Context: an optimization exercise on an open-source flow, tuned for small area, a short achievable clock period and few clock cycles. The choices shown serve that exercise and are no tape-out recipe. In this exercise RTL edits were held to simulation tests only and were not proved equivalent to the original.

==> flow/design.v, too long to show whole: its modules and the start of the top module <==
// module mul_unit: 1423 lines
// module bignum_top: 423 lines
module bignum_top
(
    input  logic              i_clk,
    input  logic              i_rst_n,
    input  logic              i_req_valid,
    output logic              o_req_ready,
    input  logic [1:0]        i_req_op,
    input  logic [19:0]       i_req_a_addr,
    input  logic [19:0]       i_req_b_addr,
    input  logic [19:0]       i_req_dst_addr,
    input  logic [7:0]        i_req_a_len,
    input  logic [7:0]        i_req_b_len,
    output logic              o_rsp_valid,
    input  logic              i_rsp_ready,
    output logic [7:0]        o_rsp_len,
    output logic [19:0]       o_mem_addr,
    output logic              o_mem_we,
    output logic [15:0]       o_mem_wdata,
    input  logic [15:0]       i_mem_rdata
);
  // ...
==> flow/run.sh <==
#!/bin/bash
# synth_recipe.tcl (not shown) runs the flow's synth.tcl, then flattens the netlist and writes it again
# the make line also repeats each setting of config.mk as NAME=value (left out here)
make -C /OpenROAD-flow-scripts/flow DESIGN_CONFIG=/design/flow/config.mk WORK_HOME=/design/flow/orfs CLKGATE_MAP_FILE= SYNTH_SCRIPT=/design/flow/synth_recipe.tcl finish
==> flow/config.mk <==
export PLATFORM = sky130hd
export DESIGN_NAME = bignum_top
export DESIGN_NICKNAME = bignum_top
export VERILOG_FILES = /design/flow/design.v
export SDC_FILE = /design/flow/constraint.sdc
export NUM_CORES = 4
export LEC_CHECK = 0
export CAP_MARGIN = 20
export CORE_MARGIN = 5
export CORE_UTILIZATION = 40
export SLEW_MARGIN = 20
==> flow/constraint.sdc <==
create_clock -name core_clock -period 9.0 [get_ports {i_clk}]
set_input_delay 1.8000 -clock core_clock [delete_from_list [all_inputs] [get_ports {i_clk}]]
set_output_delay 1.8000 -clock core_clock [all_outputs]
set_load 0.01 [all_outputs]
==> impl_metrics.py, run 1 <==
metrics = {
    "setup_path": {
        "endpoint_kind": "flop",
        "crit_path_max_fanout": 10,
        "reg2reg_depth": 20,
    },
    "cells_and_area": {
        "design_area_um2": 38000,
        "mostFrequentLayoutCells": "inv_1 (356), edfxtp_1 (328), nor2_1 (295)",
        "fillCellCount": 8154,
        "largest_reg_flops": 31,
        "layout.cells.non_filler": 4844,
    },
    "cts": {
        "tritoncts": "done",
        "clk_pin_slew_ps": 60,
        "h-tree-depth": 2,
    },
    "sta": {
        "slew_headroom_pct": 17.9,
        "finalMaxSlewViolations": 0,
        "whs_ps": 433,
        "rsz0062_at_grt": "no",
    },
    "synthesis": {
        "yosys_warnings": 1,
        "synth_top_family_by_area": "adder cells",
        "syn_area_um2": 33900,
        "synth.top_cell.area_share_pct": 29.1,
    },
    "floorplan": {
        "taps": 1134,
        "die_area_um2": 90600,
    },
    "global_routing": {
        "busiest_layer": "met2",
        "grt_pass1_vias": 27000,
        "grt_pass1_wl_um": 171000,
        "antenna_found_initial": 1,
        "grt_max_degree": 63,
    },
    "routing": {
        "routed_wl_um": 114000,
    },
    "status": {
        "status": "timing/DRC/antenna clean",
    },
}
Testbench counts, summed over its fixed seeds: cycles 11,822.
==> inputs of run 2 (changes only) <==
--- a/flow/config.mk
+++ b/flow/config.mk
@@ -5,7 +5,9 @@
 export SDC_FILE = /design/flow/constraint.sdc
 export NUM_CORES = 4
 export LEC_CHECK = 0
+export ABC_CLOCK_PERIOD_IN_PS = 3000
 export CAP_MARGIN = 20
 export CORE_MARGIN = 5
 export CORE_UTILIZATION = 40
+export SETUP_SLACK_MARGIN = 5
 export SLEW_MARGIN = 20
==> run 2 against run 1 <==
- global-route usage increased by 0.66 points
- count of clock-buffer cells in the layout is 2 lower
- via count increased by 1.7%
- area after synthesis unchanged
- critical path depth did not move
- first-iteration DRC count increased by 3.1%
==> impl_metrics.py, run 2 <==
metrics = {
    "status": {
        "status": "timing/DRC/antenna clean",
    },
    "sta": {
        "final.period_utilization_pct": 52.4,
        "setup_violations": 0,
        "finalMaxSlewViolations": 0,
        "whs_ps": 397,
        "setup_tns_ps": 0,
        "finClkSkew_ps": 39.4,
        "period_minus_slack_ps": 4720,
        "timing_hold_violations_final": 0,
        "worst_pin_slew_ps": 1120,
        "max_freq_ghz": 0.212,
        "slew_headroom_pct": 25.6,
        "rsz0062_at_grt": "yes",
    },
    "placement": {
        "post_dp_cell_area_um2": 36500,
        "hpwlAfterDp_um": 85600,
        "routabilityCongestion": 0.985,
        "placedCellCount": 4754,
        "portBuffers": 144,
    },
    "cts": {
        "cts_root_buffer": "clkbuf_16",
        "numCtsBuffers": 49,
        "tritoncts": "done",
        "cts.sinks": 404,
        "ctsHoldBuffers": 0,
        "cts_buffer_depth": 3,
        "h-tree-depth": 2,
        "clk_pin_slew_ps": 60,
        "clkLatencyLatePin_ps": 630,
    },
    "synthesis": {
        "avgSynthCellArea_um2": 9.35,
        "syn_nets": 4082,
        "synth_most_common_cell": "inv_1",
        "syn-instance-count": 3625,
        "synth-edff-count": 328,
        "yosys_warnings": 1,
        "synth_seq_area_share_pct": 33.7,
        "synth_common_cells": "inv_1 (356), edfxtp_1 (328), nor2_1 (298)",
        "synth-seq-cells": 404,
        "ys_types": 89,
        "synthArstFlopShare_pct": 1.73,
        "post-synth-top-area-cell": "edfxtp_1",
        "syn_area_um2": 33900,
        "synth.top_cell.area_share_pct": 29.1,
        "synthFlopType": "edfxtp_1",
        "synth_top_cells_by_area": "edfxtp_1 (29%), fa_1 (14%), ha_1 (4.8%), and2_1 (4.4%), mux2i_1 (4.2%)",
    },
    "setup_path": {
        "crit_path_max_fanout": 4,
        "path_class": "flop to flop",
        "endpoint_kind": "flop",
        "crit_required_ps": 9360,
        "worstSetupStartpointType": "flop",
        "cp.arrival_ps": 5070,
    },
    "global_routing": {
        "grt_pass1_wl_um": 174000,
        "antenna_found_initial": 3,
        "grt_usage_pct": 25.2,
        "grt_overflow": 0,
        "grt_max_degree": 62,
        "grt_pass1_vias": 27500,
    },
    "cells_and_area": {
        "regMostFlops": "s_q",
        "fillCellCount": 7994,
        "layout.cells.most_common": "inv_1",
        "layout.cells.non_filler": 4920,
        "areaGrowthSynthToFinish_pct": 17.4,
        "drive_gt1_share_pct": 11.1,
        "largest_reg_flops": 31,
        "reg_top3": "s_q: 31 flops, c_q: 30 flops",
        "diodes": 0,
        "mostFrequentLayoutCells": "inv_1 (344), edfxtp_1 (328), nor2_1 (292)",
        "final_nets": 4203,
        "design_area_um2": 39800,
    },
    "routing": {
        "num_vias": 28300,
        "wire_per_inst_um": 24.0,
        "firstDrtPassIters": 7,
        "viasPerCell": 5.75,
        "drt_iter0_drc": 3108,
        "ant_nets": 0,
        "drc": 0,
        "routed_wl_um": 118000,
    },
    "floorplan": {
        "rows": 106,
        "start_util_pct": 40.4,
        "die_h_um": 301,
        "coreArea_um2": 83800,
        "die_w_um": 301,
        "num_io_pins": 145,
        "die_area_um2": 90600,
    },
    "run": {
        "max_cap_viol_count": 0,
    },
    "hold_path": {
        "hold_class": "flop to flop",
    },
}
run 2: cell counts after synthesis:
Identical to the previous run, type by type.
run 2: critical path, cell delays in order (launching register included):
cell	delay [ps]
dfxtp_4	370
buf_12	110
mux2i_1	170
nor2_1	50
a21oi_1	120
nor2_1	60
fa_1	490
inv_1	50
fa_1	470
inv_1	40
ha_2	190
fa_2	350
a211o_1	300
a21oi_4	210
a2111oi_4	130
or4b_4	530
a21oi_4	210
o21ai_4	70
mux2i_1	180
o2111ai_2	170
a21o_1	190
run 2: path summary, 6_finish.rpt:
path                       slack, ps       to  startpoint  depth (start not counted)
min in group asynchronous       1510    rsp_q     i_rst_n                          1
setup / recovery                4280   r1[15]       m3[0]                         20
hold reg to reg                  400       f3          j0                          0
setup reg to reg                4280   r1[15]       m3[0]                         20
max in group asynchronous       7170  ready_q     i_rst_n                          1
hold / removal                   400       f3          j0                          0
run 2: metrics by stage:
| step | worst slack (ps) | utilization (%) |
|---|---|---|
| finish | 4280 | 47.4 |
| global route | 4050 | 47.4 |
| CTS | 4240 | 46.9 |
| detailed placement | 3030 | 43.5 |
| global placement | 3000 | 43.5 |
| floorplan | 4350 | - |
run 2: cell type report:
cell class / instances / area (um2) / share of cell area, %
Multi-Input combinational cell: 2652 / 21300 / 53.4
Sequential cell: 404 / 11400 / 28.7
Timing Repair Buffer: 280 / 2710 / 6.80
Tap cell: 1134 / 1420 / 3.57
Clock buffer: 66 / 1400 / 3.53
Inverter: 359 / 1350 / 3.39
Clock inverter: 25 / 224 / 0.563
run 2: per-layer routing:
| layer | GRT usage, % | up-vias | part of all wire [%] |
|---|---|---|---|
| met5 | 0 | - | 0.0093 |
| met4 | 8.43 | 2 | 3.6 |
| met3 | 5.17 | 247 | 9.0 |
| met2 | 39.6 | 1350 | 45 |
| met1 | 35.0 | 13900 | 42 |
| li1 | - | 12800 | - |
run 2: logic make-up after synthesis:
group / share of synthesized area (%)
AND/OR/NAND/NOR: 16.5
buffers and inverters: 6.54
AO/OA/AOI/OAI: 14.4
multiplexers: 5.40
flip-flops: 33.7
XOR/XNOR: 5.12
adder cells (fa/ha/maj): 18.4
run 2: timing repair:
action / 4_1_cts / 5_1_grt
setup endpoints to repair: 179 / 129
gates cloned: 2 / 0
resized for setup: 128 / 72
setup buffers: 59 / 13
pin swaps: 28 / 38

## what the ideal ports hide
Ports are ideal in the flow. The routed layouts listed here were re-timed in OpenROAD.
Step 1, drivers: a clkbuf_16 drives i_clk and a buf_2 each remaining input, both assumed.
Step 2 adds t to the input delays and takes it off the output delays; t is the mean of the earliest and latest rising clock arrival at the registers after step 1. Input paths then give back, and output paths get back, about the clock's delay inside the block.
Three values: ideal, step 1, step 2; two values: the first two.
| run | t (ns) | setup WS [ns] | worst setup path at the end |
|---|---|---|---|
| run 1 | 0.654 | 3.397 / 3.397 / 3.022 | input to register |
| run 2 | 0.671 | 4.283 / 4.283 / 4.283 | register to register |
After both steps every run listed still meets setup and hold. For run 1, which loses most, drivers alone change the setup slack by 0.000 ns; drivers and shift together by -0.375 ns.
